This is an optimization exercise on Yosys and OpenROAD, whose aim is small area, not a production implementation.
Only simulation tests tie the RTL to the original design; equivalence was not proved.
Power and IR drop assume default switching activity.

== job 1660 ==
## motor_io_top
module motor_io_top (
	input  logic                                                clk_50,
	input  logic                                                reset,
	input  logic                                                psel,
	input  logic                                                penable,
	input  logic                                                pwrite,
	input  logic [8-1:0]                            paddr,
	input  logic [32-1:0]                            pwdata,
	output logic [32-1:0]                            prdata,
	output logic                                                pready,
	output logic                                                pslverr,
	input  logic [4-1:0]                           enc_a,
	input  logic [4-1:0]                           enc_b,
	output logic [4-1:0]                           pwm_out
);
Settings: LEC_CHECK=0, CAP_MARGIN=20, CORE_MARGIN=2, CORE_UTILIZATION=40, CTS_BUF_LIST=sky130_fd_sc_hd__clkbuf_2, SLEW_MARGIN=20; clock period 10.0 ns.
standard.sh (not shown) runs the stock make flow with config.mk's settings and CLKGATE_MAP_FILE= SYNTH_SCRIPT=/design/flow/synth_recipe.tcl, a recipe that flattens the netlist after the stock synthesis.
==> flow/flow/run.sh <==
#!/bin/bash
# Own layout flow: the standard ORFS flow, with three changes that only
# affect how the cells are chosen, not what is built or measured:
#  - synthesis maps the logic with an area-oriented ABC script (flow/abc.script)
#    instead of ORFS's speed script; everything else in synthesis is ORFS's
#    own synth.tcl and the standard flow's wrapper (flatten, rename) unchanged;
#  - port buffers are the smallest buffer, sky130_fd_sc_hd__buf_1;
#  - clock tree synthesis runs without dummy loads.
# Every tool's output goes to a log file in this folder (and ORFS's own logs
# under orfs/logs).
set -euo pipefail
W=$(pwd)
F=$W/flow

# synthesis script: ORFS's synth.tcl with the abc call pointed at our script
sed 's#log_cmd abc {\*}$abc_args#log_cmd abc -script '"$F"'/abc.script {*}[lrange $abc_args 2 end]#' \
	"$FLOW_HOME/scripts/synth.tcl" > "$W/own_synth.tcl"
grep -q "$F/abc.script" "$W/own_synth.tcl"
sed "s#source \$::env(SCRIPTS_DIR)/synth.tcl#source $W/own_synth.tcl#" "$W/synth_recipe.tcl" > "$W/own_synth_recipe.tcl"
grep -q "own_synth.tcl" "$W/own_synth_recipe.tcl"

# The standard.sh, with the synthesis script swapped
sed "s#SYNTH_SCRIPT=[^ ]*synth_recipe.tcl#SYNTH_SCRIPT=$W/own_synth_recipe.tcl#" "$W/standard.sh" > "$W/own_standard.sh"
grep -q "own_synth_recipe.tcl" "$W/own_standard.sh"

bash "$W/own_standard.sh" \
	"BUFFER_PORTS_ARGS=-buffer_cell sky130_fd_sc_hd__buf_1" \
	"CTS_ARGS=-sink_clustering_enable -repair_clock_nets -dont_use_dummy_load -buf_list sky130_fd_sc_hd__clkbuf_2" \
	finish > "$W/flow_make.log" 2>&1
==> flow/flow/abc.script <==
strash
balance
rewrite
refactor
balance
rewrite
rewrite -z
balance
refactor -z
rewrite -z
balance
dch -f
&get -n
&nf -a -R 1000
&put
topo
Inputs modified between job 1660 and job 3690:
# job 1660
export LEC_CHECK = 0
export CAP_MARGIN = 20
export CORE_MARGIN = 2
export CORE_UTILIZATION = 40
export CTS_BUF_LIST = sky130_fd_sc_hd__clkbuf_2
export SLEW_MARGIN = 20
create_clock -name core_clock -period 10.0 [get_ports {clk_50}]
# job 3690
export LEC_CHECK = 0
export CAP_MARGIN = 20
export CORE_MARGIN = 2
export CORE_UTILIZATION = 60
export CTS_BUF_LIST = sky130_fd_sc_hd__clkbuf_2
export SLEW_MARGIN = 20
create_clock -name core_clock -period 10.0 [get_ports {clk_50}]
[summary]
- Job 3690 vs job 1660 — cell count dropped by a little under 10%
- On job 3690: fraction of met3 tracks used by global routing is 1.4 points higher than what job 1660 gave.
- The sequential group share of total power of job 1660 and that of job 3690 are within noise of each other.
- Job 3690 | status: complete | timing, DRC, antenna: pass
- Run comparison: job 1660 critical path class in2out; job 3690 critical path class reg2reg
Inputs modified between job 3690 and job 6124:
# job 3690
export LEC_CHECK = 0
export CAP_MARGIN = 20
export CORE_MARGIN = 2
export CORE_UTILIZATION = 60
export CTS_BUF_LIST = sky130_fd_sc_hd__clkbuf_2
export SLEW_MARGIN = 20
create_clock -name core_clock -period 10.0 [get_ports {clk_50}]
# job 6124
export LEC_CHECK = 0
export ABC_AREA = 1
export CAP_MARGIN = 20
export CORE_MARGIN = 2
export CORE_UTILIZATION = 40
export CTS_BUF_LIST = sky130_fd_sc_hd__clkbuf_2
export SLEW_MARGIN = 20
create_clock -name core_clock -period 10.0 [get_ports {clk_50}]
==> flow/run.sh (new file) <==
#!/bin/bash
# synth_recipe.tcl (not shown) runs the flow's synth.tcl, then flattens the netlist and writes it again
# the make line also repeats each setting of config.mk as NAME=value (left out here)
make -C /OpenROAD-flow-scripts/flow DESIGN_CONFIG=/design/flow/config.mk WORK_HOME=/design/flow/orfs CLKGATE_MAP_FILE= SYNTH_SCRIPT=/design/flow/synth_recipe.tcl finish
removed: flow/flow/run.sh
removed: flow/flow/abc.script
removed: flow/standard.sh
==> summary.txt <==
- Job 3690 fits on a die that is smaller than the die of job 6124.
- Job 6124 reports its kind of critical path as in2out while job 3690 reports reg2reg.
- Taking job 3690 as the reference, in job 6124 clock power moved up, via total after detailed routing moved up, core box area moved up, wire length of the first global-routing pass moved up, fraction of power consumed by the clock network moved up.

Setup of wip/amber:
The RTL this note starts from:
==> flow/design.v <==
`default_nettype none
package motor_io_pkg;
	typedef enum logic [8-1:0] {
		count_0     = 8'h00,  
		count_1     = 8'h04,
		count_2     = 8'h08,
		count_3     = 8'h0C,
		duty_0      = 8'h10,  
		duty_1      = 8'h14,
		duty_2      = 8'h18,
		duty_3      = 8'h1C,
		count_clear = 8'h20   
	} reg_addr_e;
	typedef enum logic [1:0] {step_none, step_up, step_down, step_invalid} quad_step_e;
endpackage
`default_nettype wire
`default_nettype none
module apb_reg_file (
	input  logic                      clk_50,
	input  logic                      reset,
	input  logic                      psel,
	input  logic                      penable,
	input  logic                      pwrite,
	input  logic [8-1:0]  paddr,
	input  logic [32-1:0]  pwdata,
	output logic [32-1:0]  prdata,
	output logic                      pready,
	output logic                      pslverr,
	input  logic [4*32-1:0] enc_counts,
	output logic [4*11-1:0]   pwm_duties,
	output logic [4-1:0] count_clear
);
	logic       access;   
	logic       aligned;  
	logic       in_cnt;   
	logic       in_duty;  
	logic       in_clr;   
	logic [3:0] word;     
	assign access  = psel & penable;
	assign aligned = (paddr[1:0] == 2'b00);
	assign in_cnt  = aligned & (paddr[7:4] == 4'h0);
	assign in_duty = aligned & (paddr[7:4] == 4'h1);
	assign in_clr  = (paddr == 8'h20);
	for (genvar i = 0; i < 4; i++) begin : gen_word
		assign word[i] = (paddr[3:2] == 2'(i));
	end
	logic rd, wr;
	assign rd = access & ~pwrite;
	assign wr = access & pwrite;
	assign pready  = access;
	assign pslverr = access & ~((in_cnt & ~pwrite) | in_duty | in_clr);
	logic [3:0] sel_cnt, sel_duty;
	for (genvar i = 0; i < 4; i++) begin : gen_sel
		assign sel_cnt[i]  = rd & in_cnt & word[i];
		assign sel_duty[i] = rd & in_duty & word[i];
	end
	always_comb begin
		prdata = '0;
		for (int i = 0; i < 4; i++) begin
			prdata = prdata | ({32{sel_cnt[i]}} & enc_counts[i*32 +: 32]);
			prdata[11-1:0] = prdata[11-1:0]
				| ({11{sel_duty[i]}} & pwm_duties[i*11 +: 11]);
		end
	end
	logic [11-1:0] wdata;
	assign wdata = pwdata[11-1:0] & {11{~reset}};
	for (genvar i = 0; i < 4; i++) begin : gen_duty
		logic load;
		assign load = reset | (wr & in_duty & word[i]);
		always_ff @(posedge clk_50) begin
			if (load)
				pwm_duties[i*11 +: 11] <= wdata;  
		end
	end
	always_ff @(posedge clk_50) begin
		count_clear <= pwdata[4-1:0] & {4{~reset & wr & in_clr}};  
	end
endmodule
`default_nettype wire
`default_nettype none
module quad_decoder (
	input  logic                      clk_50,
	input  logic                      reset,
	input  logic [1:0]                pins,   
	input  logic                      clear,
	output logic [32-1:0] count
);
	logic [1:0] sync_0;  
	logic [1:0] sync_1;  
	logic [1:0] prev;    
	always_ff @(posedge clk_50) begin
		if (reset) begin
			sync_0 <= '0;
			sync_1 <= '0;
			prev   <= '0;
		end else begin
			sync_0 <= pins;
			sync_1 <= sync_0;
			prev   <= sync_1;
		end
	end
	logic step, down, kill;
	assign step = sync_1[0] ^ prev[0] ^ sync_1[1] ^ prev[1];
	assign down = prev[1] ^ sync_1[0];
	assign kill = reset | clear;  
	logic [32:0]   tog;   
	logic [32-1:0] next;
	assign tog[0] = step;
	for (genvar i = 0; i < 32; i++) begin : gen_bit
		assign tog[i+1] = tog[i] & (count[i] ^ down);
		assign next[i]  = ~kill & (count[i] ^ tog[i]);
	end
	always_ff @(posedge clk_50) begin
		count <= next;
	end
endmodule
`default_nettype wire
`default_nettype none
module pwm_bank (
	input  logic                      clk_50,
	input  logic                      reset,
	input  logic [4*11-1:0] pwm_duties,
	output logic [4-1:0] pwm_out
);
	logic [11-1:0] period_cnt;  
	logic                    wrap;        
	logic                    valid;       
	logic [4*11-1:0] active;  
	assign wrap = &period_cnt;
	logic [11:0]   carry;
	logic [11-1:0] cnt_next;
	assign carry[0] = 1'b1;
	for (genvar b = 0; b < 11; b++) begin : gen_cnt
		assign cnt_next[b]  = ~reset & (period_cnt[b] ^ carry[b]);
		assign carry[b+1]   = period_cnt[b] & carry[b];
	end
	always_ff @(posedge clk_50) begin
		period_cnt <= cnt_next;
		valid      <= ~reset & (valid | wrap);
		if (wrap)
			active <= pwm_duties;  
	end
	logic [4-1:0] pwm_next;
	for (genvar i = 0; i < 4; i++) begin : gen_ch
		logic [11:0] lt;
		assign lt[0] = 1'b0;
		for (genvar b = 0; b < 11; b++) begin : gen_lt
			logic nc, a;
			assign nc = ~period_cnt[b];
			assign a  = active[i*11 + b];
			assign lt[b+1] = (nc & a) | (nc & lt[b]) | (a & lt[b]);
		end
		assign pwm_next[i] = ~reset & valid & lt[11];
	end
	always_ff @(posedge clk_50) begin
		pwm_out <= pwm_next;  
	end
endmodule
`default_nettype wire
`default_nettype none
module motor_io_top (
	input  logic                                                clk_50,
	input  logic                                                reset,
	input  logic                                                psel,
	input  logic                                                penable,
	input  logic                                                pwrite,
	input  logic [8-1:0]                            paddr,
	input  logic [32-1:0]                            pwdata,
	output logic [32-1:0]                            prdata,
	output logic                                                pready,
	output logic                                                pslverr,
	input  logic [4-1:0]                           enc_a,
	input  logic [4-1:0]                           enc_b,
	output logic [4-1:0]                           pwm_out
);
	logic [4*32-1:0] enc_counts;   
	logic [4*11-1:0]   pwm_duties;   
	logic [4-1:0] count_clear;  
	apb_reg_file apb_reg_file_inst (
		.clk_50      (clk_50),
		.reset       (reset),
		.psel        (psel),
		.penable     (penable),
		.pwrite      (pwrite),
		.paddr       (paddr),
		.pwdata      (pwdata),
		.prdata      (prdata),
		.pready      (pready),
		.pslverr     (pslverr),
		.enc_counts  (enc_counts),
		.pwm_duties  (pwm_duties),
		.count_clear (count_clear)
	);
	for (genvar i = 0; i < 4; i++) begin : gen_enc
		quad_decoder quad_decoder_inst (
			.clk_50 (clk_50),
			.reset  (reset),
			.pins   ({enc_a[i], enc_b[i]}),
			.clear  (count_clear[i]),
			.count  (enc_counts[i*32 +: 32])
		);
	end
	pwm_bank pwm_bank_inst (
		.clk_50     (clk_50),
		.reset      (reset),
		.pwm_duties (pwm_duties),
		.pwm_out    (pwm_out)
	);
endmodule
`default_nettype wire
export LEC_CHECK = 0
export CAP_MARGIN = 20
export CORE_MARGIN = 2
export CORE_UTILIZATION = 60
export CTS_BUF_LIST = sky130_fd_sc_hd__clkbuf_4
export SLEW_MARGIN = 20
create_clock -name core_clock -period 10.0 [get_ports {clk_50}]
==> flow/flow/run.sh <==
#!/bin/bash
# Own layout flow: the standard ORFS flow, with three changes that only
# affect how the cells are chosen, not what is built or measured:
#  - synthesis maps the logic with an area-oriented ABC script (flow/abc.script)
#    instead of ORFS's speed script; everything else in synthesis is ORFS's
#    own synth.tcl and the standard flow's wrapper (flatten, rename) unchanged;
#  - port buffers are the smallest buffer, sky130_fd_sc_hd__buf_1;
#  - clock tree synthesis runs without dummy loads.
# Every tool's output goes to a log file in this folder (and ORFS's own logs
# under orfs/logs).
set -euo pipefail
W=$(pwd)
F=$W/flow

# synthesis script: ORFS's synth.tcl with the abc call pointed at our script
sed 's#log_cmd abc {\*}$abc_args#log_cmd abc -script '"$F"'/abc.script {*}[lrange $abc_args 2 end]#' \
	"$FLOW_HOME/scripts/synth.tcl" > "$W/own_synth.tcl"
grep -q "$F/abc.script" "$W/own_synth.tcl"
sed "s#source \$::env(SCRIPTS_DIR)/synth.tcl#source $W/own_synth.tcl#" "$W/synth_recipe.tcl" > "$W/own_synth_recipe.tcl"
grep -q "own_synth.tcl" "$W/own_synth_recipe.tcl"

# The standard.sh, with the synthesis script swapped
sed "s#SYNTH_SCRIPT=[^ ]*synth_recipe.tcl#SYNTH_SCRIPT=$W/own_synth_recipe.tcl#" "$W/standard.sh" > "$W/own_standard.sh"
grep -q "own_synth_recipe.tcl" "$W/own_standard.sh"

bash "$W/own_standard.sh" \
	"BUFFER_PORTS_ARGS=-buffer_cell sky130_fd_sc_hd__buf_1" \
	"CTS_ARGS=-sink_clustering_enable -repair_clock_nets -dont_use_dummy_load -buf_list sky130_fd_sc_hd__clkbuf_4 -sink_clustering_size 10 -sink_clustering_max_diameter 50" \
	finish > "$W/flow_make.log" 2>&1
==> flow/flow/abc.script <==
strash
balance
rewrite
refactor
balance
rewrite
rewrite -z
balance
refactor -z
rewrite -z
balance
dch -f
&get -n
&nf -a -R 1000
&put
topo
Here is what was changed in the inputs of wip/xenon compared with wip/amber.
==> flow/run.sh (new file) <==
#!/bin/bash
# synth_recipe.tcl (not shown) runs the flow's synth.tcl, then flattens the netlist and writes it again
# the make line also repeats each setting of config.mk as NAME=value (left out here)
make -C /OpenROAD-flow-scripts/flow DESIGN_CONFIG=/design/flow/config.mk WORK_HOME=/design/flow/orfs CLKGATE_MAP_FILE= SYNTH_SCRIPT=/design/flow/synth_recipe.tcl finish
--- a/flow/config.mk
+++ b/flow/config.mk
@@ -8,5 +8,4 @@
 export CAP_MARGIN = 20
 export CORE_MARGIN = 2
-export CORE_UTILIZATION = 60
-export CTS_BUF_LIST = sky130_fd_sc_hd__clkbuf_4
+export CORE_UTILIZATION = 40
 export SLEW_MARGIN = 20
removed: flow/flow/run.sh
removed: flow/flow/abc.script
removed: flow/standard.sh
Results
wip/amber reached the end of the flow, and the finished layout is clean on the timing, design-rule and antenna checks. The final layout from wip/xenon, which completed every stage, passed the timing, design-rule and antenna checks at the end of the flow. Critical path endpoint: gen_enc[1].quad_decoder_inst.count[31]$_DFF_P_ -> wip/amber, prdata[26] -> wip/xenon. wip/amber and wip/xenon ended up with nearly the same sequential logic power. Looking at most frequent standard cell in the layout excluding fill and tap cells, the sky130_fd_sc_hd__dfxtp_1 result is from wip/xenon; the sky130_fd_sc_hd__nor2_1 one comes from wip/amber. Where area enclosed by the die boundary is concerned, wip/amber is better than wip/xenon. Routed wire length in wip/xenon is 44% higher than in wip/amber. Run comparison: wip/xenon cell at the slowest stage of the critical path sky130_fd_sc_hd__clkdlybuf4s50_1; wip/amber cell at the slowest stage of the critical path sky130_fd_sc_hd__buf_4.
Inputs modified between wip/xenon and wip/quartz:
--- a/flow/config.mk
+++ b/flow/config.mk
@@ -6,6 +6,8 @@
 export NUM_CORES = 4
 export LEC_CHECK = 0
+export ABC_AREA = 1
 export CAP_MARGIN = 20
 export CORE_MARGIN = 2
 export CORE_UTILIZATION = 40
+export CTS_BUF_LIST = sky130_fd_sc_hd__clkbuf_4
 export SLEW_MARGIN = 20
### Flow results
- A cell with the largest stage delay on the worst path of sky130_fd_sc_hd__clkdlybuf4s50_1 is what wip/xenon shows, while sky130_fd_sc_hd__clkinv_1 belongs to wip/quartz.
- Delta (wip/quartz minus wip/xenon): global-route wire length before repair now sits higher, final hold slack now sits lower, post-synthesis cell area saw a decrease, chip width lower.
- Delta (wip/quartz minus wip/xenon): post-synthesis net count climbed 24%; pre-CTS setup slack dropped 1.03 ns.
- wip/quartz: all stages complete, timing, DRC and antenna checks passed
- Changes observed in wip/quartz relative to wip/xenon: non-clock inverter instance count of the final layout climbed about 1000%; number of clock buffer instances in the layout climbed about 110%; number of cells on the worst hold path climbed 1.

afterwards: timing with drivers on the ports:
Ports are ideal in the flow. The routed layouts listed here were re-timed in OpenROAD.
Step 1: set_driving_cell puts a clkbuf_16 on clk_50 and a buf_2 on each other input, an assumption about the parent block.
Step 2 also shifts input and output timing later by t, the mid clock arrival at the registers, as if the neighbouring blocks saw the same clock.
a / b / c = ideal / step 1 / step 2; a / b = the first two.
run | t, ns | slack for setup (ns) | hold slack, ns | clock arrival spread, ns
job 1660 | 0.786 | 3.595 / 3.574 / 3.574 | 0.389 / 0.389 / 0.389 | 0.107 / 0.107
job 3690 | 0.816 | 3.487 / 3.487 / 3.487 | 0.368 / 0.368 / 0.368 | 0.123 / 0.123
job 6124 | 0.888 | 2.251 / 2.225 / 2.225 | 0.403 / 0.403 / 0.403 | 0.116 / 0.116
wip/amber | 0.637 | 3.522 / 3.522 / 3.522 | 0.442 / 0.442 / 0.442 | 0.045 / 0.045
wip/xenon | 0.606 | 3.342 / 3.319 / 3.319 | 0.435 / 0.435 / 0.435 | 0.022 / 0.022
wip/quartz | 0.786 | 2.299 / 2.273 / 2.273 | 0.394 / 0.394 / 0.394 | 0.071 / 0.071
After both steps setup and hold are still met in every run listed.
